This design comes from an exercise in tuning for small area on the open sky130 flow, not from production work. The RTL was checked by simulation tests, not by an equivalence proof against the original design.

==> design/flow/design.v <==
module awgn_clt_gen (
    input  logic        clock,
    input  logic        rst_n,
    input  logic        init,
    input  logic        ce,
    input  logic [31:0] seed,
    input  logic        gain_we,
    input  logic [0:0]  gain_sel,
    input  logic [15:0] gain_val,
    output logic        x_en,
    output logic [31:0] awgn
);
    localparam logic [31:0] MIX0 = 32'h9E3779B9;
    localparam logic [31:0] MIX1 = 32'h3C6EF372;
    localparam logic [15:0] ACC0 = 16'hA000;   
    function automatic logic [31:0] xs(input logic [31:0] s_in);
        logic [31:0] s;
        s = s_in ^ (s_in << 13);
        s = s ^ (s >> 17);
        s = s ^ (s << 5);
        xs = s;
    endfunction
    function automatic logic [31:0] cseed(input logic [31:0] b, input logic [31:0] m);
        logic [31:0] s;
        s = b ^ m;
        cseed = (s == 32'h0) ? 32'h1 : s;
    endfunction
    logic [31:0] s0_r, s1_r;
    logic [15:0] acc0_r, acc1_r;
    logic [15:0] g0_r, g1_r;
    logic [3:0]  cnt_r;
    logic        v1_r, x_en_r;
    logic [31:0] awgn_r;
    logic [31:0] d0, d1;
    logic [15:0] ae0, ae1, sum0, sum1, gn0, gn1, ma, mb;
    logic [19:0] q;
    logic        povf, novf;
    logic [15:0] sat;
    logic        c0, last;
    assign c0   = (cnt_r == 4'd0);
    assign last = (cnt_r == 4'd11);
    assign d0   = xs(s0_r);
    assign d1   = xs(s1_r);
    awgn_addf u_add0 (.a(acc0_r), .u(d0[31:20]), .s(ae0));   
    awgn_addr u_add1 (.a(acc1_r), .u(d1[31:20]), .s(ae1));
    assign sum0 = c0 ? {ACC0[15:12], d0[31:20]} : ae0;
    assign sum1 = c0 ? {ACC0[15:12], d1[31:20]} : ae1;
    assign gn0  = (gain_we && gain_sel == 1'b0) ? gain_val : g0_r;
    assign gn1  = (gain_we && gain_sel == 1'b1) ? gain_val : g1_r;
    assign ma   = v1_r ? acc1_r : sum0;
    assign mb   = (gain_we && gain_sel == 1'b0 && !v1_r) ? gain_val : (v1_r ? g1_r : g0_r);
    awgn_mul u_mul (.a(ma), .b(mb), .q(q));
    assign povf = !q[19] && (q[18:15] != 4'b0000);
    assign novf =  q[19] && ((q[18:15] != 4'b1111) || (q[14:0] == 15'd0));
    assign sat  = povf ? 16'h7FFF : novf ? 16'h8001 : q[15:0];
    always_ff @(posedge clock or negedge rst_n) begin
        if (!rst_n) begin
            s0_r   <= MIX0 ^ 32'h1;
            s1_r   <= MIX1 ^ 32'h1;
            cnt_r  <= 4'd0;
            v1_r   <= 1'b0;
            x_en_r <= 1'b0;
            g0_r   <= 16'h1000;
            g1_r   <= 16'h1000;
            awgn_r <= 32'h0;
        end else begin
            if (init) begin
                s0_r  <= cseed(seed, MIX0);
                s1_r  <= cseed(seed, MIX1);
                cnt_r <= 4'd0;
            end else if (ce) begin
                s0_r  <= d0;
                s1_r  <= d1;
                cnt_r <= last ? 4'd0 : cnt_r + 4'd1;
            end
            v1_r   <= ce && !init && last;
            x_en_r <= v1_r;
            g0_r   <= gn0;
            g1_r   <= gn1;
            if (v1_r) awgn_r <= {sat, acc0_r};
        end
    end
    always_ff @(posedge clock) begin
        if (ce) begin
            acc0_r <= last ? sat : sum0;
            acc1_r <= sum1;
        end
    end
    assign x_en = x_en_r;
    assign awgn = awgn_r;
endmodule
module awgn_mul (
    input  logic [15:0] a,
    input  logic [15:0] b,
    output logic [19:0] q
);
    logic bt1;
    logic x2;
    logic x3;
    logic x4;
    logic x5;
    logic x6;
    logic x7;
    logic x8;
    logic x9;
    logic x10;
    logic x11;
    logic x12;
    logic x13;
    logic x14;
    logic x15;
    logic x16;
    logic x17;
    logic x18;
    logic ns19;
    logic bo20;
    logic bt21;
    logic x22;
    logic x23;
    logic x24;
    logic x25;
    logic x26;
    logic x27;
    logic x28;
    logic x29;
    logic x30;
    logic x31;
    logic x32;
    logic x33;
    logic x34;
    logic x35;
    logic x36;
    logic x37;
    logic x38;
    logic ns39;
    logic bo40;
    logic bt41;
    logic x42;
    logic x43;
    logic x44;
    logic x45;
    logic x46;
    logic x47;
    logic x48;
    logic x49;
    logic x50;
    logic x51;
    logic x52;
    logic x53;
    logic x54;
    logic x55;
    logic x56;
    logic x57;
    logic x58;
    logic ns59;
    logic bo60;
    logic bt61;
    logic x62;
    logic x63;
    logic x64;
    logic x65;
    logic x66;
    logic x67;
    logic x68;
    logic x69;
    logic x70;
    logic x71;
    logic x72;
    logic x73;
    logic x74;
    logic x75;
    logic x76;
    logic x77;
    logic x78;
    logic ns79;
    logic bo80;
    logic bt81;
    logic x82;
    logic x83;
    logic x84;
    logic x85;
    logic x86;
    logic x87;
    logic x88;
    logic x89;
    logic x90;
    logic x91;
    logic x92;
    logic x93;
    logic x94;
    logic x95;
    logic x96;
    logic x97;
    logic x98;
    logic ns99;
    logic bo100;
    logic bt101;
    logic x102;
    logic x103;
    logic x104;
    logic x105;
    logic x106;
    logic x107;
    logic x108;
    logic x109;
    logic x110;
    logic x111;
    logic x112;
    logic x113;
    logic x114;
    logic x115;
    logic x116;
    logic x117;
    logic x118;
    logic ns119;
    logic bo120;
    logic bt121;
    logic x122;
    logic x123;
    logic x124;
    logic x125;
    logic x126;
    logic x127;
    logic x128;
    logic x129;
    logic x130;
    logic x131;
    logic x132;
    logic x133;
    logic x134;
    logic x135;
    logic x136;
    logic x137;
    logic x138;
    logic ns139;
    logic bo140;
    logic bt141;
    logic x142;
    logic x143;
    logic x144;
    logic x145;
    logic x146;
    logic x147;
    logic x148;
    logic x149;
    logic x150;
    logic x151;
    logic x152;
    logic x153;
    logic x154;
    logic x155;
    logic x156;
    logic x157;
    logic x158;
    logic ns159;
    logic s160;
    logic c161;
    logic s162;
    logic c163;
    logic s164;
    logic c165;
    logic s166;
    logic c167;
    logic s168;
    logic c169;
    logic s170;
    logic c171;
    logic s172;
    logic c173;
    logic s174;
    logic c175;
    logic s176;
    logic c177;
    logic s178;
    logic c179;
    logic s180;
    logic c181;
    logic s182;
    logic c183;
    logic s184;
    logic c185;
    logic s186;
    logic c187;
    logic s188;
    logic c189;
    logic s190;
    logic c191;
    logic s192;
    logic c193;
    logic s194;
    logic c195;
    logic s196;
    logic c197;
    logic s198;
    logic c199;
    logic s200;
    logic c201;
    logic s202;
    logic c203;
    logic s204;
    logic c205;
    logic s206;
    logic c207;
    logic s208;
    logic c209;
    logic s210;
    logic c211;
    logic s212;
    logic c213;
    logic s214;
    logic c215;
    logic s216;
    logic c217;
    logic s218;
    logic c219;
    logic s220;
    logic c221;
    logic s222;
    logic c223;
    logic s224;
    logic c225;
    logic s226;
    logic c227;
    logic s228;
    logic c229;
    logic s230;
    logic c231;
    logic s232;
    logic c233;
    logic s234;
    logic c235;
    logic s236;
    logic c237;
    logic s238;
    logic c239;
    logic s240;
    logic c241;
    logic s242;
    logic c243;
    logic s244;
    logic c245;
    logic s246;
    logic c247;
    logic s248;
    logic c249;
    logic s250;
    logic c251;
    logic s252;
    logic c253;
    logic s254;
    logic c255;
    logic s256;
    logic c257;
    logic s258;
    logic c259;
    logic s260;
    logic c261;
    logic s262;
    logic c263;
    logic s264;
    logic c265;
    logic s266;
    logic c267;
    logic s268;
    logic c269;
    logic s270;
    logic c271;
    logic s272;
    logic c273;
    logic s274;
    logic c275;
    logic s276;
    logic c277;
    logic s278;
    logic c279;
    logic s280;
    logic c281;
    logic s282;
    logic c283;
    logic s284;
    logic c285;
    logic s286;
    logic c287;
    logic s288;
    logic c289;
    logic s290;
    logic c291;
    logic s292;
    logic c293;
    logic s294;
    logic c295;
    logic s296;
    logic c297;
    logic s298;
    logic c299;
    logic s300;
    logic c301;
    logic s302;
    logic c303;
    logic s304;
    logic c305;
    logic s306;
    logic c307;
    logic s308;
    logic c309;
    logic s310;
    logic c311;
    logic s312;
    logic c313;
    logic s314;
    logic c315;
    logic s316;
    logic c317;
    logic s318;
    logic c319;
    logic s320;
    logic c321;
    logic s322;
    logic c323;
    logic s324;
    logic c325;
    logic s326;
    logic c327;
    logic s328;
    logic c329;
    logic s330;
    logic c331;
    logic s332;
    logic c333;
    logic s334;
    logic c335;
    logic s336;
    logic c337;
    logic s338;
    logic c339;
    logic s340;
    logic c341;
    logic s342;
    logic c343;
    logic s344;
    logic c345;
    logic s346;
    logic c347;
    logic s348;
    logic c349;
    logic s350;
    logic c351;
    logic s352;
    logic c353;
    logic s354;
    logic c355;
    logic s356;
    logic c357;
    logic s358;
    logic c359;
    logic s360;
    logic c361;
    logic s362;
    logic c363;
    logic s364;
    logic c365;
    logic s366;
    logic c367;
    logic s368;
    logic c369;
    logic s370;
    logic c371;
    logic s372;
    logic c373;
    logic s374;
    logic c375;
    logic s376;
    logic c377;
    logic s378;
    logic c379;
    logic s380;
    logic c381;
    logic s382;
    logic c383;
    logic s384;
    logic c385;
    logic s386;
    logic c387;
    logic s388;
    logic c389;
    logic s390;
    logic c391;
    logic s392;
    logic c393;
    logic s394;
    logic c395;
    logic s396;
    logic c397;
    logic s398;
    logic c399;
    logic s400;
    logic c401;
    logic s402;
    logic c403;
    logic s404;
    logic c405;
    logic s406;
    logic c407;
    logic s408;
    logic c409;
    logic s410;
    logic c411;
    logic s412;
    logic c413;
    logic s414;
    logic c415;
    logic s416;
    logic c417;
    logic s418;
    logic c419;
    logic s420;
    logic c421;
    logic s422;
    logic c423;
    logic s424;
    logic c425;
    logic s426;
    logic c427;
    logic s428;
    logic c429;
    logic s430;
    logic c431;
    logic s432;
    logic c433;
    logic s434;
    logic c435;
    logic s436;
    logic c437;
    logic s438;
    logic c439;
    logic s440;
    logic c441;
    logic s442;
    logic c443;
    logic s444;
    logic c445;
    logic s446;
    logic c447;
    logic s448;
    logic c449;
    logic s450;
    logic c451;
    logic s452;
    logic c453;
    logic s454;
    logic c455;
    logic s456;
    logic c457;
    logic s458;
    logic c459;
    logic s460;
    logic c461;
    logic s462;
    logic c463;
    logic g464;
    logic g465;
    logic p466;
    logic g467;
    logic p468;
    logic g469;
    logic p470;
    logic g471;
    logic p472;
    logic g473;
    logic p474;
    logic g475;
    logic p476;
    logic g477;
    logic p478;
    logic g479;
    logic p480;
    logic g481;
    logic p482;
    logic g483;
    logic p484;
    logic g485;
    logic p486;
    logic g487;
    logic g488;
    logic p489;
    logic g490;
    logic p491;
    logic g492;
    logic p493;
    logic g494;
    logic p495;
    logic g496;
    logic p497;
    logic g498;
    logic g499;
    logic p500;
    logic g501;
    logic p502;
    logic g503;
    logic g504;
    logic g505;
    logic g506;
    logic g507;
    logic g508;
    logic g509;
    logic g510;
    logic g511;
    logic g512;
    logic g513;
    logic g514;
    logic g515;
    logic g516;
    logic g517;
    logic g518;
    logic g519;
    logic g520;
    logic g521;
    logic g522;
    logic s523;
    logic s524;
    logic s525;
    logic s526;
    logic s527;
    logic s528;
    logic s529;
    logic s530;
    logic s531;
    logic s532;
    logic s533;
    logic s534;
    logic s535;
    logic s536;
    logic s537;
    logic s538;
    logic s539;
    logic s540;
    logic s541;
    logic s542;
    logic s543;
    logic s544;
    logic s545;
    assign bt1 = a[1] & ~a[0];
    assign x2 = ((a[0] & b[0])) ^ a[1];
    assign x3 = ((a[0] & b[1]) | (bt1 & b[0])) ^ a[1];
    assign x4 = ((a[0] & b[2]) | (bt1 & b[1])) ^ a[1];
    assign x5 = ((a[0] & b[3]) | (bt1 & b[2])) ^ a[1];
    assign x6 = ((a[0] & b[4]) | (bt1 & b[3])) ^ a[1];
    assign x7 = ((a[0] & b[5]) | (bt1 & b[4])) ^ a[1];
    assign x8 = ((a[0] & b[6]) | (bt1 & b[5])) ^ a[1];
    assign x9 = ((a[0] & b[7]) | (bt1 & b[6])) ^ a[1];
    assign x10 = ((a[0] & b[8]) | (bt1 & b[7])) ^ a[1];
    assign x11 = ((a[0] & b[9]) | (bt1 & b[8])) ^ a[1];
    assign x12 = ((a[0] & b[10]) | (bt1 & b[9])) ^ a[1];
    assign x13 = ((a[0] & b[11]) | (bt1 & b[10])) ^ a[1];
    assign x14 = ((a[0] & b[12]) | (bt1 & b[11])) ^ a[1];
    assign x15 = ((a[0] & b[13]) | (bt1 & b[12])) ^ a[1];
    assign x16 = ((a[0] & b[14]) | (bt1 & b[13])) ^ a[1];
    assign x17 = ((a[0] & b[15]) | (bt1 & b[14])) ^ a[1];
    assign x18 = ((bt1 & b[15])) ^ a[1];
    assign ns19 = ~a[1];
    assign bo20 = a[2] ^ a[1];
    assign bt21 = (a[3] & ~a[2] & ~a[1]) | (~a[3] & a[2] & a[1]);
    assign x22 = ((bo20 & b[0])) ^ a[3];
    assign x23 = ((bo20 & b[1]) | (bt21 & b[0])) ^ a[3];
    assign x24 = ((bo20 & b[2]) | (bt21 & b[1])) ^ a[3];
    assign x25 = ((bo20 & b[3]) | (bt21 & b[2])) ^ a[3];
    assign x26 = ((bo20 & b[4]) | (bt21 & b[3])) ^ a[3];
    assign x27 = ((bo20 & b[5]) | (bt21 & b[4])) ^ a[3];
    assign x28 = ((bo20 & b[6]) | (bt21 & b[5])) ^ a[3];
    assign x29 = ((bo20 & b[7]) | (bt21 & b[6])) ^ a[3];
    assign x30 = ((bo20 & b[8]) | (bt21 & b[7])) ^ a[3];
    assign x31 = ((bo20 & b[9]) | (bt21 & b[8])) ^ a[3];
    assign x32 = ((bo20 & b[10]) | (bt21 & b[9])) ^ a[3];
    assign x33 = ((bo20 & b[11]) | (bt21 & b[10])) ^ a[3];
    assign x34 = ((bo20 & b[12]) | (bt21 & b[11])) ^ a[3];
    assign x35 = ((bo20 & b[13]) | (bt21 & b[12])) ^ a[3];
    assign x36 = ((bo20 & b[14]) | (bt21 & b[13])) ^ a[3];
    assign x37 = ((bo20 & b[15]) | (bt21 & b[14])) ^ a[3];
    assign x38 = ((bt21 & b[15])) ^ a[3];
    assign ns39 = ~a[3];
    assign bo40 = a[4] ^ a[3];
    assign bt41 = (a[5] & ~a[4] & ~a[3]) | (~a[5] & a[4] & a[3]);
    assign x42 = ((bo40 & b[0])) ^ a[5];
    assign x43 = ((bo40 & b[1]) | (bt41 & b[0])) ^ a[5];
    assign x44 = ((bo40 & b[2]) | (bt41 & b[1])) ^ a[5];
    assign x45 = ((bo40 & b[3]) | (bt41 & b[2])) ^ a[5];
    assign x46 = ((bo40 & b[4]) | (bt41 & b[3])) ^ a[5];
    assign x47 = ((bo40 & b[5]) | (bt41 & b[4])) ^ a[5];
    assign x48 = ((bo40 & b[6]) | (bt41 & b[5])) ^ a[5];
    assign x49 = ((bo40 & b[7]) | (bt41 & b[6])) ^ a[5];
    assign x50 = ((bo40 & b[8]) | (bt41 & b[7])) ^ a[5];
    assign x51 = ((bo40 & b[9]) | (bt41 & b[8])) ^ a[5];
    assign x52 = ((bo40 & b[10]) | (bt41 & b[9])) ^ a[5];
    assign x53 = ((bo40 & b[11]) | (bt41 & b[10])) ^ a[5];
    assign x54 = ((bo40 & b[12]) | (bt41 & b[11])) ^ a[5];
    assign x55 = ((bo40 & b[13]) | (bt41 & b[12])) ^ a[5];
    assign x56 = ((bo40 & b[14]) | (bt41 & b[13])) ^ a[5];
    assign x57 = ((bo40 & b[15]) | (bt41 & b[14])) ^ a[5];
    assign x58 = ((bt41 & b[15])) ^ a[5];
    assign ns59 = ~a[5];
    assign bo60 = a[6] ^ a[5];
    assign bt61 = (a[7] & ~a[6] & ~a[5]) | (~a[7] & a[6] & a[5]);
    assign x62 = ((bo60 & b[0])) ^ a[7];
    assign x63 = ((bo60 & b[1]) | (bt61 & b[0])) ^ a[7];
    assign x64 = ((bo60 & b[2]) | (bt61 & b[1])) ^ a[7];
    assign x65 = ((bo60 & b[3]) | (bt61 & b[2])) ^ a[7];
    assign x66 = ((bo60 & b[4]) | (bt61 & b[3])) ^ a[7];
    assign x67 = ((bo60 & b[5]) | (bt61 & b[4])) ^ a[7];
    assign x68 = ((bo60 & b[6]) | (bt61 & b[5])) ^ a[7];
    assign x69 = ((bo60 & b[7]) | (bt61 & b[6])) ^ a[7];
    assign x70 = ((bo60 & b[8]) | (bt61 & b[7])) ^ a[7];
    assign x71 = ((bo60 & b[9]) | (bt61 & b[8])) ^ a[7];
    assign x72 = ((bo60 & b[10]) | (bt61 & b[9])) ^ a[7];
    assign x73 = ((bo60 & b[11]) | (bt61 & b[10])) ^ a[7];
    assign x74 = ((bo60 & b[12]) | (bt61 & b[11])) ^ a[7];
    assign x75 = ((bo60 & b[13]) | (bt61 & b[12])) ^ a[7];
    assign x76 = ((bo60 & b[14]) | (bt61 & b[13])) ^ a[7];
    assign x77 = ((bo60 & b[15]) | (bt61 & b[14])) ^ a[7];
    assign x78 = ((bt61 & b[15])) ^ a[7];
    assign ns79 = ~a[7];
    assign bo80 = a[8] ^ a[7];
    assign bt81 = (a[9] & ~a[8] & ~a[7]) | (~a[9] & a[8] & a[7]);
    assign x82 = ((bo80 & b[0])) ^ a[9];
    assign x83 = ((bo80 & b[1]) | (bt81 & b[0])) ^ a[9];
    assign x84 = ((bo80 & b[2]) | (bt81 & b[1])) ^ a[9];
    assign x85 = ((bo80 & b[3]) | (bt81 & b[2])) ^ a[9];
    assign x86 = ((bo80 & b[4]) | (bt81 & b[3])) ^ a[9];
    assign x87 = ((bo80 & b[5]) | (bt81 & b[4])) ^ a[9];
    assign x88 = ((bo80 & b[6]) | (bt81 & b[5])) ^ a[9];
    assign x89 = ((bo80 & b[7]) | (bt81 & b[6])) ^ a[9];
    assign x90 = ((bo80 & b[8]) | (bt81 & b[7])) ^ a[9];
    assign x91 = ((bo80 & b[9]) | (bt81 & b[8])) ^ a[9];
    assign x92 = ((bo80 & b[10]) | (bt81 & b[9])) ^ a[9];
    assign x93 = ((bo80 & b[11]) | (bt81 & b[10])) ^ a[9];
    assign x94 = ((bo80 & b[12]) | (bt81 & b[11])) ^ a[9];
    assign x95 = ((bo80 & b[13]) | (bt81 & b[12])) ^ a[9];
    assign x96 = ((bo80 & b[14]) | (bt81 & b[13])) ^ a[9];
    assign x97 = ((bo80 & b[15]) | (bt81 & b[14])) ^ a[9];
    assign x98 = ((bt81 & b[15])) ^ a[9];
    assign ns99 = ~a[9];
    assign bo100 = a[10] ^ a[9];
    assign bt101 = (a[11] & ~a[10] & ~a[9]) | (~a[11] & a[10] & a[9]);
    assign x102 = ((bo100 & b[0])) ^ a[11];
    assign x103 = ((bo100 & b[1]) | (bt101 & b[0])) ^ a[11];
    assign x104 = ((bo100 & b[2]) | (bt101 & b[1])) ^ a[11];
    assign x105 = ((bo100 & b[3]) | (bt101 & b[2])) ^ a[11];
    assign x106 = ((bo100 & b[4]) | (bt101 & b[3])) ^ a[11];
    assign x107 = ((bo100 & b[5]) | (bt101 & b[4])) ^ a[11];
    assign x108 = ((bo100 & b[6]) | (bt101 & b[5])) ^ a[11];
    assign x109 = ((bo100 & b[7]) | (bt101 & b[6])) ^ a[11];
    assign x110 = ((bo100 & b[8]) | (bt101 & b[7])) ^ a[11];
    assign x111 = ((bo100 & b[9]) | (bt101 & b[8])) ^ a[11];
    assign x112 = ((bo100 & b[10]) | (bt101 & b[9])) ^ a[11];
    assign x113 = ((bo100 & b[11]) | (bt101 & b[10])) ^ a[11];
    assign x114 = ((bo100 & b[12]) | (bt101 & b[11])) ^ a[11];
    assign x115 = ((bo100 & b[13]) | (bt101 & b[12])) ^ a[11];
    assign x116 = ((bo100 & b[14]) | (bt101 & b[13])) ^ a[11];
    assign x117 = ((bo100 & b[15]) | (bt101 & b[14])) ^ a[11];
    assign x118 = ((bt101 & b[15])) ^ a[11];
    assign ns119 = ~a[11];
    assign bo120 = a[12] ^ a[11];
    assign bt121 = (a[13] & ~a[12] & ~a[11]) | (~a[13] & a[12] & a[11]);
    assign x122 = ((bo120 & b[0])) ^ a[13];
    assign x123 = ((bo120 & b[1]) | (bt121 & b[0])) ^ a[13];
    assign x124 = ((bo120 & b[2]) | (bt121 & b[1])) ^ a[13];
    assign x125 = ((bo120 & b[3]) | (bt121 & b[2])) ^ a[13];
    assign x126 = ((bo120 & b[4]) | (bt121 & b[3])) ^ a[13];
    assign x127 = ((bo120 & b[5]) | (bt121 & b[4])) ^ a[13];
    assign x128 = ((bo120 & b[6]) | (bt121 & b[5])) ^ a[13];
    assign x129 = ((bo120 & b[7]) | (bt121 & b[6])) ^ a[13];
    assign x130 = ((bo120 & b[8]) | (bt121 & b[7])) ^ a[13];
    assign x131 = ((bo120 & b[9]) | (bt121 & b[8])) ^ a[13];
    assign x132 = ((bo120 & b[10]) | (bt121 & b[9])) ^ a[13];
    assign x133 = ((bo120 & b[11]) | (bt121 & b[10])) ^ a[13];
    assign x134 = ((bo120 & b[12]) | (bt121 & b[11])) ^ a[13];
    assign x135 = ((bo120 & b[13]) | (bt121 & b[12])) ^ a[13];
    assign x136 = ((bo120 & b[14]) | (bt121 & b[13])) ^ a[13];
    assign x137 = ((bo120 & b[15]) | (bt121 & b[14])) ^ a[13];
    assign x138 = ((bt121 & b[15])) ^ a[13];
    assign ns139 = ~a[13];
    assign bo140 = a[14] ^ a[13];
    assign bt141 = (a[15] & ~a[14] & ~a[13]) | (~a[15] & a[14] & a[13]);
    assign x142 = ((bo140 & b[0])) ^ a[15];
    assign x143 = ((bo140 & b[1]) | (bt141 & b[0])) ^ a[15];
    assign x144 = ((bo140 & b[2]) | (bt141 & b[1])) ^ a[15];
    assign x145 = ((bo140 & b[3]) | (bt141 & b[2])) ^ a[15];
    assign x146 = ((bo140 & b[4]) | (bt141 & b[3])) ^ a[15];
    assign x147 = ((bo140 & b[5]) | (bt141 & b[4])) ^ a[15];
    assign x148 = ((bo140 & b[6]) | (bt141 & b[5])) ^ a[15];
    assign x149 = ((bo140 & b[7]) | (bt141 & b[6])) ^ a[15];
    assign x150 = ((bo140 & b[8]) | (bt141 & b[7])) ^ a[15];
    assign x151 = ((bo140 & b[9]) | (bt141 & b[8])) ^ a[15];
    assign x152 = ((bo140 & b[10]) | (bt141 & b[9])) ^ a[15];
    assign x153 = ((bo140 & b[11]) | (bt141 & b[10])) ^ a[15];
    assign x154 = ((bo140 & b[12]) | (bt141 & b[11])) ^ a[15];
    assign x155 = ((bo140 & b[13]) | (bt141 & b[12])) ^ a[15];
    assign x156 = ((bo140 & b[14]) | (bt141 & b[13])) ^ a[15];
    assign x157 = ((bo140 & b[15]) | (bt141 & b[14])) ^ a[15];
    assign x158 = ((bt141 & b[15])) ^ a[15];
    assign ns159 = ~a[15];
    assign s160 = x12 ^ x30;
    assign c161 = x12 & x30;
    assign s162 = x13 ^ x31;
    assign c163 = x13 & x31;
    assign s164 = x14 ^ x32 ^ x50;
    assign c165 = (x14 & x32) | (x14 & x50) | (x32 & x50);
    assign s166 = x68 ^ x86;
    assign c167 = x68 & x86;
    assign s168 = x15 ^ x33 ^ x51;
    assign c169 = (x15 & x33) | (x15 & x51) | (x33 & x51);
    assign s170 = x69 ^ x87;
    assign c171 = x69 & x87;
    assign s172 = x16 ^ x34 ^ x52;
    assign c173 = (x16 & x34) | (x16 & x52) | (x34 & x52);
    assign s174 = x70 ^ x88 ^ x106;
    assign c175 = (x70 & x88) | (x70 & x106) | (x88 & x106);
    assign s176 = x124 ^ x142;
    assign c177 = x124 & x142;
    assign s178 = x17 ^ x35 ^ x53;
    assign c179 = (x17 & x35) | (x17 & x53) | (x35 & x53);
    assign s180 = x71 ^ x89 ^ x107;
    assign c181 = (x71 & x89) | (x71 & x107) | (x89 & x107);
    assign s182 = x125 ^ x143;
    assign c183 = x125 & x143;
    assign s184 = x18 ^ x36 ^ x54;
    assign c185 = (x18 & x36) | (x18 & x54) | (x36 & x54);
    assign s186 = x72 ^ x90 ^ x108;
    assign c187 = (x72 & x90) | (x72 & x108) | (x90 & x108);
    assign s188 = x126 ^ x144;
    assign c189 = x126 & x144;
    assign s190 = a[1] ^ x37 ^ x55;
    assign c191 = (a[1] & x37) | (a[1] & x55) | (x37 & x55);
    assign s192 = x73 ^ x91 ^ x109;
    assign c193 = (x73 & x91) | (x73 & x109) | (x91 & x109);
    assign s194 = x127 ^ x145;
    assign c195 = x127 & x145;
    assign s196 = a[1] ^ x38 ^ x56;
    assign c197 = (a[1] & x38) | (a[1] & x56) | (x38 & x56);
    assign s198 = x74 ^ x92 ^ x110;
    assign c199 = (x74 & x92) | (x74 & x110) | (x92 & x110);
    assign s200 = x128 ^ x146;
    assign c201 = x128 & x146;
    assign s202 = ns19 ^ ns39 ^ x57;
    assign c203 = (ns19 & ns39) | (ns19 & x57) | (ns39 & x57);
    assign s204 = x75 ^ x93 ^ x111;
    assign c205 = (x75 & x93) | (x75 & x111) | (x93 & x111);
    assign s206 = x129 ^ x147;
    assign c207 = x129 & x147;
    assign s208 = 1'b1 ^ x58 ^ x76;
    assign c209 = (1'b1 & x58) | (1'b1 & x76) | (x58 & x76);
    assign s210 = x94 ^ x112 ^ x130;
    assign c211 = (x94 & x112) | (x94 & x130) | (x112 & x130);
    assign s212 = ns59 ^ x77 ^ x95;
    assign c213 = (ns59 & x77) | (ns59 & x95) | (x77 & x95);
    assign s214 = 1'b1 ^ x78;
    assign c215 = 1'b1 & x78;
    assign s216 = x8 ^ x26;
    assign c217 = x8 & x26;
    assign s218 = x9 ^ x27;
    assign c219 = x9 & x27;
    assign s220 = x10 ^ x28 ^ x46;
    assign c221 = (x10 & x28) | (x10 & x46) | (x28 & x46);
    assign s222 = x64 ^ x82;
    assign c223 = x64 & x82;
    assign s224 = x11 ^ x29 ^ x47;
    assign c225 = (x11 & x29) | (x11 & x47) | (x29 & x47);
    assign s226 = x65 ^ x83;
    assign c227 = x65 & x83;
    assign s228 = x48 ^ x66 ^ x84;
    assign c229 = (x48 & x66) | (x48 & x84) | (x66 & x84);
    assign s230 = x102 ^ a[11] ^ s160;
    assign c231 = (x102 & a[11]) | (x102 & s160) | (a[11] & s160);
    assign s232 = x49 ^ x67 ^ x85;
    assign c233 = (x49 & x67) | (x49 & x85) | (x67 & x85);
    assign s234 = x103 ^ c161 ^ s162;
    assign c235 = (x103 & c161) | (x103 & s162) | (c161 & s162);
    assign s236 = x104 ^ x122 ^ a[13];
    assign c237 = (x104 & x122) | (x104 & a[13]) | (x122 & a[13]);
    assign s238 = c163 ^ s164 ^ s166;
    assign c239 = (c163 & s164) | (c163 & s166) | (s164 & s166);
    assign s240 = x105 ^ x123 ^ c165;
    assign c241 = (x105 & x123) | (x105 & c165) | (x123 & c165);
    assign s242 = c167 ^ s168 ^ s170;
    assign c243 = (c167 & s168) | (c167 & s170) | (s168 & s170);
    assign s244 = a[15] ^ c169 ^ c171;
    assign c245 = (a[15] & c169) | (a[15] & c171) | (c169 & c171);
    assign s246 = s172 ^ s174 ^ s176;
    assign c247 = (s172 & s174) | (s172 & s176) | (s174 & s176);
    assign s248 = c173 ^ c175 ^ c177;
    assign c249 = (c173 & c175) | (c173 & c177) | (c175 & c177);
    assign s250 = s178 ^ s180 ^ s182;
    assign c251 = (s178 & s180) | (s178 & s182) | (s180 & s182);
    assign s252 = c179 ^ c181 ^ c183;
    assign c253 = (c179 & c181) | (c179 & c183) | (c181 & c183);
    assign s254 = s184 ^ s186 ^ s188;
    assign c255 = (s184 & s186) | (s184 & s188) | (s186 & s188);
    assign s256 = c185 ^ c187 ^ c189;
    assign c257 = (c185 & c187) | (c185 & c189) | (c187 & c189);
    assign s258 = s190 ^ s192 ^ s194;
    assign c259 = (s190 & s192) | (s190 & s194) | (s192 & s194);
    assign s260 = c191 ^ c193 ^ c195;
    assign c261 = (c191 & c193) | (c191 & c195) | (c193 & c195);
    assign s262 = s196 ^ s198 ^ s200;
    assign c263 = (s196 & s198) | (s196 & s200) | (s198 & s200);
    assign s264 = c197 ^ c199 ^ c201;
    assign c265 = (c197 & c199) | (c197 & c201) | (c199 & c201);
    assign s266 = s202 ^ s204 ^ s206;
    assign c267 = (s202 & s204) | (s202 & s206) | (s204 & s206);
    assign s268 = x148 ^ c203 ^ c205;
    assign c269 = (x148 & c203) | (x148 & c205) | (c203 & c205);
    assign s270 = c207 ^ s208 ^ s210;
    assign c271 = (c207 & s208) | (c207 & s210) | (s208 & s210);
    assign s272 = x113 ^ x131 ^ x149;
    assign c273 = (x113 & x131) | (x113 & x149) | (x131 & x149);
    assign s274 = c209 ^ c211 ^ s212;
    assign c275 = (c209 & c211) | (c209 & s212) | (c211 & s212);
    assign s276 = x96 ^ x114 ^ x132;
    assign c277 = (x96 & x114) | (x96 & x132) | (x114 & x132);
    assign s278 = x150 ^ c213 ^ s214;
    assign c279 = (x150 & c213) | (x150 & s214) | (c213 & s214);
    assign s280 = ns79 ^ x97 ^ x115;
    assign c281 = (ns79 & x97) | (ns79 & x115) | (x97 & x115);
    assign s282 = x133 ^ x151 ^ c215;
    assign c283 = (x133 & x151) | (x133 & c215) | (x151 & c215);
    assign s284 = 1'b1 ^ x98 ^ x116;
    assign c285 = (1'b1 & x98) | (1'b1 & x116) | (x98 & x116);
    assign s286 = x134 ^ x152;
    assign c287 = x134 & x152;
    assign s288 = ns99 ^ x117 ^ x135;
    assign c289 = (ns99 & x117) | (ns99 & x135) | (x117 & x135);
    assign s290 = 1'b1 ^ x118;
    assign c291 = 1'b1 & x118;
    assign s292 = x6 ^ x24;
    assign c293 = x6 & x24;
    assign s294 = x7 ^ x25;
    assign c295 = x7 & x25;
    assign s296 = x44 ^ x62 ^ a[7];
    assign c297 = (x44 & x62) | (x44 & a[7]) | (x62 & a[7]);
    assign s298 = x45 ^ x63 ^ c217;
    assign c299 = (x45 & x63) | (x45 & c217) | (x63 & c217);
    assign s300 = a[9] ^ c219 ^ s220;
    assign c301 = (a[9] & c219) | (a[9] & s220) | (c219 & s220);
    assign s302 = c221 ^ c223 ^ s224;
    assign c303 = (c221 & c223) | (c221 & s224) | (c223 & s224);
    assign s304 = c225 ^ c227 ^ s228;
    assign c305 = (c225 & c227) | (c225 & s228) | (c227 & s228);
    assign s306 = c229 ^ c231 ^ s232;
    assign c307 = (c229 & c231) | (c229 & s232) | (c231 & s232);
    assign s308 = c233 ^ c235 ^ s236;
    assign c309 = (c233 & c235) | (c233 & s236) | (c235 & s236);
    assign s310 = c237 ^ c239 ^ s240;
    assign c311 = (c237 & c239) | (c237 & s240) | (c239 & s240);
    assign s312 = c241 ^ c243 ^ s244;
    assign c313 = (c241 & c243) | (c241 & s244) | (c243 & s244);
    assign s314 = c245 ^ c247 ^ s248;
    assign c315 = (c245 & c247) | (c245 & s248) | (c247 & s248);
    assign s316 = c249 ^ c251 ^ s252;
    assign c317 = (c249 & c251) | (c249 & s252) | (c251 & s252);
    assign s318 = c253 ^ c255 ^ s256;
    assign c319 = (c253 & c255) | (c253 & s256) | (c255 & s256);
    assign s320 = c257 ^ c259 ^ s260;
    assign c321 = (c257 & c259) | (c257 & s260) | (c259 & s260);
    assign s322 = c261 ^ c263 ^ s264;
    assign c323 = (c261 & c263) | (c261 & s264) | (c263 & s264);
    assign s324 = c265 ^ c267 ^ s268;
    assign c325 = (c265 & c267) | (c265 & s268) | (c267 & s268);
    assign s326 = c269 ^ c271 ^ s272;
    assign c327 = (c269 & c271) | (c269 & s272) | (c271 & s272);
    assign s328 = c273 ^ c275 ^ s276;
    assign c329 = (c273 & c275) | (c273 & s276) | (c275 & s276);
    assign s330 = c277 ^ c279 ^ s280;
    assign c331 = (c277 & c279) | (c277 & s280) | (c279 & s280);
    assign s332 = c281 ^ c283 ^ s284;
    assign c333 = (c281 & c283) | (c281 & s284) | (c283 & s284);
    assign s334 = x153 ^ c285 ^ c287;
    assign c335 = (x153 & c285) | (x153 & c287) | (c285 & c287);
    assign s336 = x136 ^ x154 ^ c289;
    assign c337 = (x136 & x154) | (x136 & c289) | (x154 & c289);
    assign s338 = ns119 ^ x137 ^ x155;
    assign c339 = (ns119 & x137) | (ns119 & x155) | (x137 & x155);
    assign s340 = 1'b1 ^ x138;
    assign c341 = 1'b1 & x138;
    assign s342 = x4 ^ x22;
    assign c343 = x4 & x22;
    assign s344 = x5 ^ x23;
    assign c345 = x5 & x23;
    assign s346 = x42 ^ a[5] ^ s292;
    assign c347 = (x42 & a[5]) | (x42 & s292) | (a[5] & s292);
    assign s348 = x43 ^ c293 ^ s294;
    assign c349 = (x43 & c293) | (x43 & s294) | (c293 & s294);
    assign s350 = s216 ^ c295 ^ s296;
    assign c351 = (s216 & c295) | (s216 & s296) | (c295 & s296);
    assign s352 = s218 ^ c297 ^ s298;
    assign c353 = (s218 & c297) | (s218 & s298) | (c297 & s298);
    assign s354 = s222 ^ c299 ^ s300;
    assign c355 = (s222 & c299) | (s222 & s300) | (c299 & s300);
    assign s356 = s226 ^ c301 ^ s302;
    assign c357 = (s226 & c301) | (s226 & s302) | (c301 & s302);
    assign s358 = s230 ^ c303 ^ s304;
    assign c359 = (s230 & c303) | (s230 & s304) | (c303 & s304);
    assign s360 = s234 ^ c305 ^ s306;
    assign c361 = (s234 & c305) | (s234 & s306) | (c305 & s306);
    assign s362 = s238 ^ c307 ^ s308;
    assign c363 = (s238 & c307) | (s238 & s308) | (c307 & s308);
    assign s364 = s242 ^ c309 ^ s310;
    assign c365 = (s242 & c309) | (s242 & s310) | (c309 & s310);
    assign s366 = s246 ^ c311 ^ s312;
    assign c367 = (s246 & c311) | (s246 & s312) | (c311 & s312);
    assign s368 = s250 ^ c313 ^ s314;
    assign c369 = (s250 & c313) | (s250 & s314) | (c313 & s314);
    assign s370 = s254 ^ c315 ^ s316;
    assign c371 = (s254 & c315) | (s254 & s316) | (c315 & s316);
    assign s372 = s258 ^ c317 ^ s318;
    assign c373 = (s258 & c317) | (s258 & s318) | (c317 & s318);
    assign s374 = s262 ^ c319 ^ s320;
    assign c375 = (s262 & c319) | (s262 & s320) | (c319 & s320);
    assign s376 = s266 ^ c321 ^ s322;
    assign c377 = (s266 & c321) | (s266 & s322) | (c321 & s322);
    assign s378 = s270 ^ c323 ^ s324;
    assign c379 = (s270 & c323) | (s270 & s324) | (c323 & s324);
    assign s380 = s274 ^ c325 ^ s326;
    assign c381 = (s274 & c325) | (s274 & s326) | (c325 & s326);
    assign s382 = s278 ^ c327 ^ s328;
    assign c383 = (s278 & c327) | (s278 & s328) | (c327 & s328);
    assign s384 = s282 ^ c329 ^ s330;
    assign c385 = (s282 & c329) | (s282 & s330) | (c329 & s330);
    assign s386 = s286 ^ c331 ^ s332;
    assign c387 = (s286 & c331) | (s286 & s332) | (c331 & s332);
    assign s388 = s288 ^ c333 ^ s334;
    assign c389 = (s288 & c333) | (s288 & s334) | (c333 & s334);
    assign s390 = s290 ^ c335 ^ s336;
    assign c391 = (s290 & c335) | (s290 & s336) | (c335 & s336);
    assign s392 = c291 ^ c337 ^ s338;
    assign c393 = (c291 & c337) | (c291 & s338) | (c337 & s338);
    assign s394 = x156 ^ c339 ^ s340;
    assign c395 = (x156 & c339) | (x156 & s340) | (c339 & s340);
    assign s396 = ns139 ^ x157 ^ c341;
    assign c397 = (ns139 & x157) | (ns139 & c341) | (x157 & c341);
    assign s398 = 1'b1 ^ x158;
    assign c399 = 1'b1 & x158;
    assign s400 = x2 ^ a[1];
    assign c401 = x2 & a[1];
    assign s402 = x3 ^ c401;
    assign c403 = x3 & c401;
    assign s404 = a[3] ^ s342 ^ c403;
    assign c405 = (a[3] & s342) | (a[3] & c403) | (s342 & c403);
    assign s406 = c343 ^ s344 ^ c405;
    assign c407 = (c343 & s344) | (c343 & c405) | (s344 & c405);
    assign s408 = c345 ^ s346 ^ c407;
    assign c409 = (c345 & s346) | (c345 & c407) | (s346 & c407);
    assign s410 = c347 ^ s348 ^ c409;
    assign c411 = (c347 & s348) | (c347 & c409) | (s348 & c409);
    assign s412 = c349 ^ s350 ^ c411;
    assign c413 = (c349 & s350) | (c349 & c411) | (s350 & c411);
    assign s414 = c351 ^ s352 ^ c413;
    assign c415 = (c351 & s352) | (c351 & c413) | (s352 & c413);
    assign s416 = c353 ^ s354 ^ c415;
    assign c417 = (c353 & s354) | (c353 & c415) | (s354 & c415);
    assign s418 = c355 ^ s356;
    assign c419 = c355 & s356;
    assign s420 = c357 ^ s358;
    assign c421 = c357 & s358;
    assign s422 = c359 ^ s360;
    assign c423 = c359 & s360;
    assign s424 = c361 ^ s362;
    assign c425 = c361 & s362;
    assign s426 = c363 ^ s364;
    assign c427 = c363 & s364;
    assign s428 = c365 ^ s366;
    assign c429 = c365 & s366;
    assign s430 = c367 ^ s368;
    assign c431 = c367 & s368;
    assign s432 = c369 ^ s370;
    assign c433 = c369 & s370;
    assign s434 = c371 ^ s372;
    assign c435 = c371 & s372;
    assign s436 = c373 ^ s374;
    assign c437 = c373 & s374;
    assign s438 = c375 ^ s376;
    assign c439 = c375 & s376;
    assign s440 = c377 ^ s378;
    assign c441 = c377 & s378;
    assign s442 = c379 ^ s380;
    assign c443 = c379 & s380;
    assign s444 = c381 ^ s382;
    assign c445 = c381 & s382;
    assign s446 = c383 ^ s384;
    assign c447 = c383 & s384;
    assign s448 = c385 ^ s386;
    assign c449 = c385 & s386;
    assign s450 = c387 ^ s388;
    assign c451 = c387 & s388;
    assign s452 = c389 ^ s390;
    assign c453 = c389 & s390;
    assign s454 = c391 ^ s392;
    assign c455 = c391 & s392;
    assign s456 = c393 ^ s394;
    assign c457 = c393 & s394;
    assign s458 = c395 ^ s396;
    assign c459 = c395 & s396;
    assign s460 = c397 ^ s398;
    assign c461 = c397 & s398;
    assign s462 = ns159 ^ c399;
    assign c463 = ns159 & c399;
    assign g464 = c419 | (s418 & c417);
    assign g465 = c423 | (s422 & c421);
    assign p466 = s422 & s420;
    assign g467 = c427 | (s426 & c425);
    assign p468 = s426 & s424;
    assign g469 = c431 | (s430 & c429);
    assign p470 = s430 & s428;
    assign g471 = c435 | (s434 & c433);
    assign p472 = s434 & s432;
    assign g473 = c439 | (s438 & c437);
    assign p474 = s438 & s436;
    assign g475 = c443 | (s442 & c441);
    assign p476 = s442 & s440;
    assign g477 = c447 | (s446 & c445);
    assign p478 = s446 & s444;
    assign g479 = c451 | (s450 & c449);
    assign p480 = s450 & s448;
    assign g481 = c455 | (s454 & c453);
    assign p482 = s454 & s452;
    assign g483 = c459 | (s458 & c457);
    assign p484 = s458 & s456;
    assign g485 = c463 | (s462 & c461);
    assign p486 = s462 & s460;
    assign g487 = g465 | (p466 & g464);
    assign g488 = g469 | (p470 & g467);
    assign p489 = p470 & p468;
    assign g490 = g473 | (p474 & g471);
    assign p491 = p474 & p472;
    assign g492 = g477 | (p478 & g475);
    assign p493 = p478 & p476;
    assign g494 = g481 | (p482 & g479);
    assign p495 = p482 & p480;
    assign g496 = g485 | (p486 & g483);
    assign p497 = p486 & p484;
    assign g498 = g488 | (p489 & g487);
    assign g499 = g492 | (p493 & g490);
    assign p500 = p493 & p491;
    assign g501 = g496 | (p497 & g494);
    assign p502 = p497 & p495;
    assign g503 = g499 | (p500 & g498);
    assign g504 = g501 | (p502 & g503);
    assign g505 = g490 | (p491 & g498);
    assign g506 = g494 | (p495 & g503);
    assign g507 = g467 | (p468 & g487);
    assign g508 = g471 | (p472 & g498);
    assign g509 = g475 | (p476 & g505);
    assign g510 = g479 | (p480 & g503);
    assign g511 = g483 | (p484 & g506);
    assign g512 = c421 | (s420 & g464);
    assign g513 = c425 | (s424 & g487);
    assign g514 = c429 | (s428 & g507);
    assign g515 = c433 | (s432 & g498);
    assign g516 = c437 | (s436 & g508);
    assign g517 = c441 | (s440 & g505);
    assign g518 = c445 | (s444 & g509);
    assign g519 = c449 | (s448 & g503);
    assign g520 = c453 | (s452 & g510);
    assign g521 = c457 | (s456 & g506);
    assign g522 = c461 | (s460 & g511);
    assign s523 = s418 ^ c417;
    assign s524 = s420 ^ g464;
    assign s525 = s422 ^ g512;
    assign s526 = s424 ^ g487;
    assign s527 = s426 ^ g513;
    assign s528 = s428 ^ g507;
    assign s529 = s430 ^ g514;
    assign s530 = s432 ^ g498;
    assign s531 = s434 ^ g515;
    assign s532 = s436 ^ g508;
    assign s533 = s438 ^ g516;
    assign s534 = s440 ^ g505;
    assign s535 = s442 ^ g517;
    assign s536 = s444 ^ g509;
    assign s537 = s446 ^ g518;
    assign s538 = s448 ^ g503;
    assign s539 = s450 ^ g519;
    assign s540 = s452 ^ g510;
    assign s541 = s454 ^ g520;
    assign s542 = s456 ^ g506;
    assign s543 = s458 ^ g521;
    assign s544 = s460 ^ g511;
    assign s545 = s462 ^ g522;
    assign q = {s545, s544, s543, s542, s541, s540, s539, s538, s537, s536, s535, s534, s533, s532, s531, s530, s529, s528, s527, s526};
endmodule
module awgn_addf (
    input  logic [15:0] a,
    input  logic [11:0] u,
    output logic [15:0] s
);
    logic s1;
    logic c2;
    logic s3;
    logic c4;
    logic s5;
    logic c6;
    logic s7;
    logic c8;
    logic s9;
    logic c10;
    logic s11;
    logic c12;
    logic s13;
    logic c14;
    logic s15;
    logic c16;
    logic s17;
    logic c18;
    logic s19;
    logic c20;
    logic s21;
    logic c22;
    logic s23;
    logic c24;
    logic g25;
    logic p26;
    logic g27;
    logic p28;
    logic g29;
    logic p30;
    logic g31;
    logic p32;
    logic g33;
    logic p34;
    logic g35;
    logic p36;
    logic p37;
    logic p38;
    logic g39;
    logic p40;
    logic g41;
    logic p42;
    logic g43;
    logic p44;
    logic p45;
    logic g46;
    logic p47;
    logic g48;
    logic p49;
    logic g50;
    logic p51;
    logic g52;
    logic p53;
    logic g54;
    logic p55;
    logic g56;
    logic p57;
    logic g58;
    logic p59;
    logic g60;
    logic p61;
    logic g62;
    logic p63;
    logic g64;
    logic p65;
    logic g66;
    logic p67;
    logic g68;
    logic p69;
    logic g70;
    logic p71;
    logic g72;
    logic p73;
    logic s74;
    logic s75;
    logic s76;
    logic s77;
    logic s78;
    logic s79;
    logic s80;
    logic s81;
    logic s82;
    logic s83;
    logic s84;
    logic s85;
    logic s86;
    logic s87;
    logic s88;
    assign s1 = a[0] ^ u[0];
    assign c2 = a[0] & u[0];
    assign s3 = a[1] ^ u[1];
    assign c4 = a[1] & u[1];
    assign s5 = a[2] ^ u[2];
    assign c6 = a[2] & u[2];
    assign s7 = a[3] ^ u[3];
    assign c8 = a[3] & u[3];
    assign s9 = a[4] ^ u[4];
    assign c10 = a[4] & u[4];
    assign s11 = a[5] ^ u[5];
    assign c12 = a[5] & u[5];
    assign s13 = a[6] ^ u[6];
    assign c14 = a[6] & u[6];
    assign s15 = a[7] ^ u[7];
    assign c16 = a[7] & u[7];
    assign s17 = a[8] ^ u[8];
    assign c18 = a[8] & u[8];
    assign s19 = a[9] ^ u[9];
    assign c20 = a[9] & u[9];
    assign s21 = a[10] ^ u[10];
    assign c22 = a[10] & u[10];
    assign s23 = a[11] ^ u[11];
    assign c24 = a[11] & u[11];
    assign g25 = c4 | (s3 & c2);
    assign p26 = s3 & s1;
    assign g27 = c8 | (s7 & c6);
    assign p28 = s7 & s5;
    assign g29 = c12 | (s11 & c10);
    assign p30 = s11 & s9;
    assign g31 = c16 | (s15 & c14);
    assign p32 = s15 & s13;
    assign g33 = c20 | (s19 & c18);
    assign p34 = s19 & s17;
    assign g35 = c24 | (s23 & c22);
    assign p36 = s23 & s21;
    assign p37 = a[13] & a[12];
    assign p38 = a[15] & a[14];
    assign g39 = g27 | (p28 & g25);
    assign p40 = p28 & p26;
    assign g41 = g31 | (p32 & g29);
    assign p42 = p32 & p30;
    assign g43 = g35 | (p36 & g33);
    assign p44 = p36 & p34;
    assign p45 = p38 & p37;
    assign g46 = g41 | (p42 & g39);
    assign p47 = p42 & p40;
    assign g48 = p45 & g43;
    assign p49 = p45 & p44;
    assign g50 = g48 | (p49 & g46);
    assign p51 = p49 & p47;
    assign g52 = g43 | (p44 & g46);
    assign p53 = p44 & p47;
    assign g54 = g29 | (p30 & g39);
    assign p55 = p30 & p40;
    assign g56 = g33 | (p34 & g46);
    assign p57 = p34 & p47;
    assign g58 = p37 & g52;
    assign p59 = p37 & p53;
    assign g60 = c6 | (s5 & g25);
    assign p61 = s5 & p26;
    assign g62 = c10 | (s9 & g39);
    assign p63 = s9 & p40;
    assign g64 = c14 | (s13 & g54);
    assign p65 = s13 & p55;
    assign g66 = c18 | (s17 & g46);
    assign p67 = s17 & p47;
    assign g68 = c22 | (s21 & g56);
    assign p69 = s21 & p57;
    assign g70 = a[12] & g52;
    assign p71 = a[12] & p53;
    assign g72 = a[14] & g58;
    assign p73 = a[14] & p59;
    assign s74 = s3 ^ c2;
    assign s75 = s5 ^ g25;
    assign s76 = s7 ^ g60;
    assign s77 = s9 ^ g39;
    assign s78 = s11 ^ g62;
    assign s79 = s13 ^ g54;
    assign s80 = s15 ^ g64;
    assign s81 = s17 ^ g46;
    assign s82 = s19 ^ g66;
    assign s83 = s21 ^ g56;
    assign s84 = s23 ^ g68;
    assign s85 = a[12] ^ g52;
    assign s86 = a[13] ^ g70;
    assign s87 = a[14] ^ g58;
    assign s88 = a[15] ^ g72;
    assign s = {s88, s87, s86, s85, s84, s83, s82, s81, s80, s79, s78, s77, s76, s75, s74, s1};
endmodule
module awgn_addr (
    input  logic [15:0] a,
    input  logic [11:0] u,
    output logic [15:0] s
);
    logic s1;
    logic c2;
    logic s3;
    logic c4;
    logic s5;
    logic c6;
    logic s7;
    logic c8;
    logic s9;
    logic c10;
    logic s11;
    logic c12;
    logic s13;
    logic c14;
    logic s15;
    logic c16;
    logic s17;
    logic c18;
    logic s19;
    logic c20;
    logic s21;
    logic c22;
    logic s23;
    logic c24;
    logic s25;
    logic c26;
    logic s27;
    logic c28;
    logic s29;
    logic c30;
    logic s31;
    logic c32;
    assign s1 = a[0] ^ u[0];
    assign c2 = a[0] & u[0];
    assign s3 = a[1] ^ u[1] ^ c2;
    assign c4 = (a[1] & u[1]) | (a[1] & c2) | (u[1] & c2);
    assign s5 = a[2] ^ u[2] ^ c4;
    assign c6 = (a[2] & u[2]) | (a[2] & c4) | (u[2] & c4);
    assign s7 = a[3] ^ u[3] ^ c6;
    assign c8 = (a[3] & u[3]) | (a[3] & c6) | (u[3] & c6);
    assign s9 = a[4] ^ u[4] ^ c8;
    assign c10 = (a[4] & u[4]) | (a[4] & c8) | (u[4] & c8);
    assign s11 = a[5] ^ u[5] ^ c10;
    assign c12 = (a[5] & u[5]) | (a[5] & c10) | (u[5] & c10);
    assign s13 = a[6] ^ u[6] ^ c12;
    assign c14 = (a[6] & u[6]) | (a[6] & c12) | (u[6] & c12);
    assign s15 = a[7] ^ u[7] ^ c14;
    assign c16 = (a[7] & u[7]) | (a[7] & c14) | (u[7] & c14);
    assign s17 = a[8] ^ u[8] ^ c16;
    assign c18 = (a[8] & u[8]) | (a[8] & c16) | (u[8] & c16);
    assign s19 = a[9] ^ u[9] ^ c18;
    assign c20 = (a[9] & u[9]) | (a[9] & c18) | (u[9] & c18);
    assign s21 = a[10] ^ u[10] ^ c20;
    assign c22 = (a[10] & u[10]) | (a[10] & c20) | (u[10] & c20);
    assign s23 = a[11] ^ u[11] ^ c22;
    assign c24 = (a[11] & u[11]) | (a[11] & c22) | (u[11] & c22);
    assign s25 = a[12] ^ c24;
    assign c26 = a[12] & c24;
    assign s27 = a[13] ^ c26;
    assign c28 = a[13] & c26;
    assign s29 = a[14] ^ c28;
    assign c30 = a[14] & c28;
    assign s31 = a[15] ^ c30;
    assign c32 = a[15] & c30;
    assign s = {s31, s29, s27, s25, s23, s21, s19, s17, s15, s13, s11, s9, s7, s5, s3, s1};
endmodule
==> design/flow/flow/run.sh <==
#!/bin/bash
# Own flow: the standard layout (standard.sh, unchanged synthesis), with every
# input and output port buffered by the smallest buffer (buf_1) instead of the
# default choice. Each tool's output goes to a log file here.
set -euo pipefail
export BUFFER_PORTS_ARGS="-buffer_cell sky130_fd_sc_hd__buf_1"
bash standard.sh > standard_flow.log 2>&1
==> design/flow/standard.sh <==
#!/bin/bash
# synth_recipe.tcl (not shown) runs the flow's synth.tcl, then flattens the netlist and writes it again
# the make line also repeats each setting of config.mk as NAME=value (left out here)
make -C /OpenROAD-flow-scripts/flow DESIGN_CONFIG=/design/flow/config.mk WORK_HOME=/design/flow/orfs CLKGATE_MAP_FILE= SYNTH_SCRIPT=/design/flow/synth_recipe.tcl "${@:-finish}"
==> design/flow/config.mk <==
export PLATFORM = sky130hd
export DESIGN_NAME = awgn_clt_gen
export DESIGN_NICKNAME = awgn_clt_gen
export VERILOG_FILES = /design/flow/design.v
export SDC_FILE = /design/flow/constraint.sdc
export NUM_CORES = 4
export LEC_CHECK = 0
export ABC_AREA = 1
export CAP_MARGIN = 0
export CORE_MARGIN = 2
export CORE_UTILIZATION = 40
export CTS_BUF_LIST = sky130_fd_sc_hd__clkbuf_8
export SLEW_MARGIN = 0
==> design/flow/constraint.sdc <==
create_clock -name core_clock -period 10.0 [get_ports {clock}]
set_input_delay 2.0000 -clock core_clock [delete_from_list [all_inputs] [get_ports {clock}]]
set_output_delay 2.0000 -clock core_clock [all_outputs]
set_load 0.01 [all_outputs]
==> results.txt, run 1 <==
- Setup_tns: 0 ns
- Initial Utilization: 40.3%
- Fin Clk Skew: 0.0233 ns
- Status: no timing/DRC/antenna violations
- Crit end category: register
- Busiest grt layer: met2
- Placer Congestion: 0.906
- Seq/Total Area, Yosys: 28.1%
- Final instance area: 0.0170 mm^2
- NumNets Final: 2142
- DP Area: 0.0165 mm^2
- Row count: 72
- Most common flop cell mapped by yosys: dfrtp_1
- Met3 GRT Util: 3.94%
- N_diodes: 0
- Core area: 0.0385 mm^2
- Area Overhead vs Synth: 9.42%
- H-tree levels: 4
- Fin crit share: 94.4%
- Syn. warnings: 1
- Worst-Skew Late Latency: 0.52 ns
- DPL Wire Length: 34700 um
- I/O Buffers: 86
- Ports: 87
- Most used cell, CP: nand2_1
- Tot GR Track Use: 23.0%
- Fin crit period: 9.44 ns
- Met1 usage: 30.8%
- Seq cells post-synth: 166
- Max-Cap Viols: 0
- Share of layout cells above drive strength 1: 9.26%
- Number of global-route vias before repair: 13100
- Hold WC Path Type: reg2reg
- Number of DRC markers in iteration 0: 1042
- Die ar.: 0.0404 mm^2
- First-pass GRT wire length: 73000 um
- Vias after detailed routing: 12900
- M2 GR Usage: 37.9%
- Max Slew Vio Count: 0
- Routed vias/inst: 5.30
- Worst Max-Slew Pin Slew: 1.18 ns
- Final setup viols: 0
- Synth Cell Area: 0.0155 mm^2
- Total CTS buffers: 17
- Aggregate global routing overflow: 0
- CP max FO: 12
- Startpoint Class: register
- Req. time, crit path: 10.25 ns
- CTS tree: done
- CP max stage cell: dfstp_2
- FFs w/ async S/R, synth: 80.7%
- Largest net degree at the start of global routing: 73
- Antenna violations before repair: 0
- CTS root buf: clkbuf_8
- Cells after Synth: 1846
- Die Height: 201 um
- Clock Path Buffers: 2
- Sink Count: 166
- Library cells used by synthesis: 48
- Syn avg cell area: 8.41 um^2
- WS Path Type: reg2reg
- Final hold violation count: 0
- # DRC: 0
- Die X: 201 um
- Util after Layout: 44.1%
- Post-route ant nets: 0
- Crit path DAT: 9.69 ns
- Slew Limit Headroom: 21.1%
- Number of synthesized flops with an enable pin: 32
- Slowest cell delay on critical path: 0.57 ns
- Clock Pin Slew Worst Setup and Hold Paths: 0.11 ns
- Routed WL: 45100 um
- Synthesized net count: 2078
- Hold_buf cts: 0
- WL per Instance: 18.5 um
- First-pass DRT Iterations: 6
- Max Fclk: 0.106 GHz
[timing repair]
| action | CTS | global route |
|---|---|---|
| setup buffers | 0 | 4 |
| resized for setup | 1 | 22 |
| pin swaps | 0 | 1 |
| endpoints found under the setup margin | 5 | 30 |
[cells in the mapped netlist (2+ instances only)]
cell type	count	area [um^2]
nor3_1	8	40.0
clkbuf_1	68	255
xnor2_1	76	666
or2_2	12	75.1
o21a_1	15	113
o221ai_1	11	96.3
xor2_1	172	1510
nand2_1	348	1310
mux2i_1	14	140
buf_1	4	15.0
a21oi_2	2	17.5
o31ai_1	3	22.5
a22oi_1	11	82.6
nor2_1	80	300
a31oi_1	20	125
o211ai_1	18	135
ha_1	62	776
fa_1	116	2320
xnor2_2	2	32.5
o21ai_0	94	470
inv_4	2	12.5
a221oi_1	2	17.5
o21ai_1	7	35.0
o21bai_1	3	22.5
dfstp_2	41	1080
nand3_1	28	140
dfrtp_1	93	2330
nor4_1	10	62.6
a21oi_1	56	280
or2_1	2	12.5
inv_2	4	15.0
inv_1	262	983
o21ai_2	4	35.0
buf_2	20	100
a21o_1	4	30.0
edfxtp_1	32	961
o22ai_1	121	757
nand4_1	9	56.3
[sequential cells by signal, indices dropped and copies added, names as in the netlist]
name	cells
awgn_r	32
s0_r	32
s1_r	32
acc0_r	16
acc1_r	16
g0_r	16
g1_r	16
cnt_r	4
v1_r	1
x_en_r	1
[worst max-delay path: cells and delay by family, from the launching register on]
| family | cells | cell delay, ns |
|---|---|---|
| adders and majority gates | 9 | 3.62 |
| AOI/OAI and AO/OA | 11 | 2.05 |
| and+or+nand+nor | 14 | 1.83 |
| buffers and inverters | 9 | 0.96 |
| DFF | 1 | 0.57 |
| xor gates and xnor gates | 1 | 0.13 |
[stage by stage]
step / cells / setup slack, ns / hold slack [ns]
6_report: 2441 / 0.562 / 0.484
5_1_grt: 2441 / -0.00751 / 0.510
4_1_cts: 2437 / 0.0666 / 0.487
3_5_place_dp: 2405 / 0.00420 / 0.461
3_3_place_gp: 2405 / 0.0604 / 0.461
2_1_floorplan: 1846 / 0.825 / 0.439
[area by class of cell]
| class | instances | area, um^2 |
|---|---|---|
| Timing Repair Buffer | 139 | 739 |
| Inverter | 268 | 1010 |
| Fill cell | 3839 | 21500 |
| Multi-Input combinational cell | 1318 | 9840 |
| Clock inverter | 14 | 125 |
| Tap cell | 518 | 648 |
| Sequential cell | 166 | 4370 |
| Clock buffer | 18 | 248 |
[logic make-up after synthesis]
group / Yosys count / synth area share, %
and+or+nand+nor: 500 / 13.0
DFF: 166 / 28.1
xor gates and xnor gates: 250 / 14.2
buffers and inverters: 362 / 9.02
AOI/OAI and AO/OA: 376 / 14.7
adders and majority gates: 178 / 20.0
muxes: 14 / 0.903
[cell usage in the layout, fill, tap and decap left out, types with 62 or more instances in the layout]
cell,instances
nand2_1,347
dfrtp_1,92
xor2_1,171
xnor2_1,75
o21ai_0,89
inv_1,260
o22ai_1,121
nor2_1,78
ha_1,62
buf_1,83
fa_1,116
[path summary, 6_finish.rpt]
| kind | slack, ns | end | start | cells after the start |
|---|---|---|---|---|
| worst max-delay path | 0.56 | acc0_r[5] | s0_r[7] | 44 |
| worst min-delay path | 0.48 | awgn_r[9] | awgn_r[9] | 2 |
| worst max register to register | 0.56 | acc0_r[5] | s0_r[7] | 44 |
| worst min register to register | 0.48 | awgn_r[9] | awgn_r[9] | 2 |
| max in group asynchronous | 6.74 | v1_r | rst_n | 2 |
| min in group asynchronous | 1.66 | awgn_r[24] | rst_n | 1 |
[metal layers]
metal  vias to the layer above  wire, um
li1                       6138         -
met1                      6317     19600
met2                       410     21500
met3                        84      2470
met4                         0      1460
met5                         -         0
==> run 2: changes to the inputs <==
--- a/design/flow/config.mk
+++ b/design/flow/config.mk
@@ -6,8 +6,8 @@
 export NUM_CORES = 4
 export LEC_CHECK = 0
 export ABC_AREA = 1
-export CAP_MARGIN = 0
+export CAP_MARGIN = 10
 export CORE_MARGIN = 2
 export CORE_UTILIZATION = 40
 export CTS_BUF_LIST = sky130_fd_sc_hd__clkbuf_8
-export SLEW_MARGIN = 0
+export SLEW_MARGIN = 10
==> results.txt, run 2 <==
- Max Fclk: 0.106 GHz (unchanged)
- WL per Instance: 18.5 um (unchanged)
- Largest registers: awgn_r (32), s0_r (32), s1_r (32)
- Largest cells by area after synthesis: dfrtp_1 (15%), fa_1 (15%), xor2_1 (9.7%), nand2_1 (8.4%), dfstp_2 (6.9%)
- Antenna violations before repair: 0 (unchanged)
- Req. time, crit path: 10.25 ns (about the same)
- Final setup viols: 0 (unchanged)
- NumNets Final: 2142 (unchanged)
- Top post-synthesis cells by count: nand2_1 (348), inv_1 (262), xor2_1 (172)
- Max Slew Vio Count: 0 (unchanged)
- I/O Buffers: 86 (unchanged)
- Syn avg cell area: 8.41 um^2 (unchanged)
- Number of global-route vias before repair: 13100 (unchanged)
- Area Overhead vs Synth: 9.42% (unchanged)
- DPL Wire Length: 34700 um (unchanged)
- Critical Path Start: s0_r[7]
- Routed vias/inst: 5.30 (unchanged)
- M2 GR Usage: 37.9% (unchanged)
- Die Height: 201 um (unchanged)
- Fin crit period: 9.44 ns (unchanged)
- Multi-input logic area: 0.00984 mm^2 (unchanged)
- Fin Clk Skew: 0.0233 ns (unchanged)
- Worst setup endpoint: acc0_r[5]
- Number of DRC markers in iteration 0: 1042 (unchanged)
- Fin crit share: 94.4% (unchanged)
- Final hold violation count: 0 (unchanged)
- Slew Limit Headroom: 21.1% (unchanged)
- Cell taking the most area after synthesis: dfrtp_1
- Critical register-to-register path startpoint: s0_r[7]
- Library cells used by synthesis: 48 (unchanged)
- Max-Cap Viols: 0 (unchanged)
- Initial Utilization: 40.3% (unchanged)
- Count leader, synth: nand2_1
- Core area: 0.0385 mm^2 (unchanged)
- Met3 GRT Util: 3.94% (unchanged)
- Crit end category: register
- Seq/Total Area, Yosys: 28.1% (unchanged)
- Total CTS buffers: 17 (unchanged)
- Most common cell after layout, fill and taps aside: nand2_1
- Final instance area: 0.0170 mm^2 (unchanged)
- Most used cell, CP: nand2_1
- First-pass DRT Iterations: 6 (unchanged)
- Placer Congestion: 0.906 (unchanged)
- # DRC: 0 (unchanged)
- Share of layout cells above drive strength 1: 9.26% (unchanged)
- Most common flop cell mapped by yosys: dfrtp_1
- Busiest grt layer: met2
- FFs w/ async S/R, synth: 80.7% (unchanged)
- WHS Path Cells: 2 (unchanged)
- Worst Max-Slew Pin Slew: 1.18 ns (unchanged)
- Tot GR Track Use: 23.0% (unchanged)
- Row count: 72 (unchanged)
- CP max FO: 12 (unchanged)
- Slowest cell delay on critical path: 0.57 ns (about the same)
- N_diodes: 0 (unchanged)
- Synthesized net count: 2078 (unchanged)
- Clock Pin Slew Worst Setup and Hold Paths: 0.11 ns (about the same)
- Crit path DAT: 9.69 ns (about the same)
- Commonest cells after routing, fill and taps aside: nand2_1 (347), inv_1 (260), xor2_1 (171), o22ai_1 (121), fa_1 (116)
- Routed WL: 45100 um (unchanged)
- Reg2reg end: acc0_r[5]
- WS Path Type: reg2reg
- Aggregate global routing overflow: 0 (unchanged)
- Yosys top cell area share: 15.0% (unchanged)
- Worst-Skew Late Latency: 0.52 ns (about the same)
- Post-route insts no fill: 2441 (unchanged)
- Inst Count DP: 2405 (unchanged)
- CTS root buf: clkbuf_8
- Clock Path Buffers: 2 (unchanged)
- FF-to-FF path depth: 44 (unchanged)
- Syn. warnings: 1 (unchanged)
- Number of synthesized flops with an enable pin: 32 (unchanged)
- Seq cells post-synth: 166 (unchanged)
- Sink Count: 166 (unchanged)
- Met1 usage: 30.8% (unchanged)
- CP max stage cell: dfstp_2
- DP Area: 0.0165 mm^2 (unchanged)
- Post-route ant nets: 0 (unchanged)
- Vias after detailed routing: 12900 (unchanged)
- Die X: 201 um (unchanged)
- Die ar.: 0.0404 mm^2 (unchanged)
- Status: no timing/DRC/antenna violations
- Storage element area: 0.00437 mm^2 (unchanged)
- Fillers: 3839 (unchanged)
- Ports: 87 (unchanged)
- CTS tree: done
- Hold WC Path Type: reg2reg
- H-tree levels: 4 (unchanged)
- First-pass GRT wire length: 73000 um (unchanged)
- Largest net degree at the start of global routing: 73 (unchanged)
- Flop2flop setup slack: 0.56 ns (about the same)
- Cells after Synth: 1846 (unchanged)
- Startpoint Class: register
- Synth Cell Area: 0.0155 mm^2 (unchanged)
==> run 2: cell counts after synthesis <==
No cell type changed its count.
==> run 2: routing by layer <==
| layer | vias to the layer above | part of all wire (%) |
|---|---|---|
| met4 | 0 | 3.2 |
| met5 | - | 0 |
| li1 | 6138 | - |
| met1 | 6317 | 44 |
| met2 | 410 | 48 |
| met3 | 84 | 5.5 |
==> run 2: repair_timing <==
action / 4_1_cts / 5_1_grt
pin swaps: 0 / 1
endpoints found under the setup margin: 5 / 30
setup buffers: 0 / 4
gates resized for setup: 1 / 22
hold buffers: 0 / 0
==> run 2: worst min path at each step <==
stage / endpoint / slack (ns) / startpoint
after floorplan: x_en_r / 0.44 / v1_r
after global placement: awgn_r[11] / 0.46 / awgn_r[11]
after detailed placement: awgn_r[5] / 0.46 / awgn_r[5]
after CTS: awgn_r[11] / 0.49 / awgn_r[11]
after global routing: g1_r[2] / 0.51 / g1_r[2]
final: awgn_r[9] / 0.48 / awgn_r[9]
==> run 2: critical path: cells and delay by family, from the launching register on <==
kind | cells | cell delay [ns]
buf+inv | 9 | 0.96
flops | 1 | 0.57
xor+xnor | 1 | 0.13
fa+ha+maj | 9 | 3.62
simple gates | 14 | 1.83
compound gates | 11 | 2.05
==> run 2: cell type report <==
type	count	area share (%)
multi-input cells	1318	57.9
flip-flops and latches	166	25.7
inverters	268	5.98
repair buffers	139	4.36
well taps	518	3.82
clock buffers	18	1.46
clock inverters	14	0.737
==> run 2: cells by family after synthesis <==
logic type	after synthesis	share of synthesized area [%]
adders and majority gates	178	20.0
and+or+nand+nor	500	13.0
AOI/OAI and AO/OA	376	14.7
buffers and inverters	362	9.02
DFF	166	28.1
muxes	14	0.903
xor gates and xnor gates	250	14.2
==> run 2: metrics by stage <==
step | utilization [%] | hold WS, ns | TNS, ns | setup slack [ns]
CTS | 43.9 | 0.487 | 0 | 0.0666
detailed placement | 42.9 | 0.461 | 0 | 0.00420
floorplan | - | 0.439 | 0 | 0.825
global placement | 42.9 | 0.461 | 0 | 0.0604
finish | 44.1 | 0.484 | 0 | 0.562
global route | 44.1 | 0.510 | -0.00751 | -0.00751

[re-timing with driven ports]
The flow's constraints put no driver on any port. The routed layouts listed below were extracted and timed again, unchanged, in two steps.
Step 1 assumes that a clkbuf_16 drives the clock port and a buf_2 every other input.
Step 2 adds t to the input delays and takes it off the output delays; t is the mean of the earliest and latest rising clock arrival at the registers after step 1. Input paths then give back, and output paths get back, about the clock's delay inside the block.
a / b / c = ideal ports / drivers / drivers and shift; a / b = the first two.
run | t, ns | setup slack, ns | worst setup path at the end | slew at the worst register clock pin (ns) | worst slew at a driven data input, ns
run 1 | 0.558 | 0.562 / 0.562 / 0.562 | register to register | 0.11 / 0.11 | 0.04
run 2 | 0.558 | 0.562 / 0.562 / 0.562 | register to register | 0.11 / 0.11 | 0.04
After both steps setup and hold are still met in every run listed.
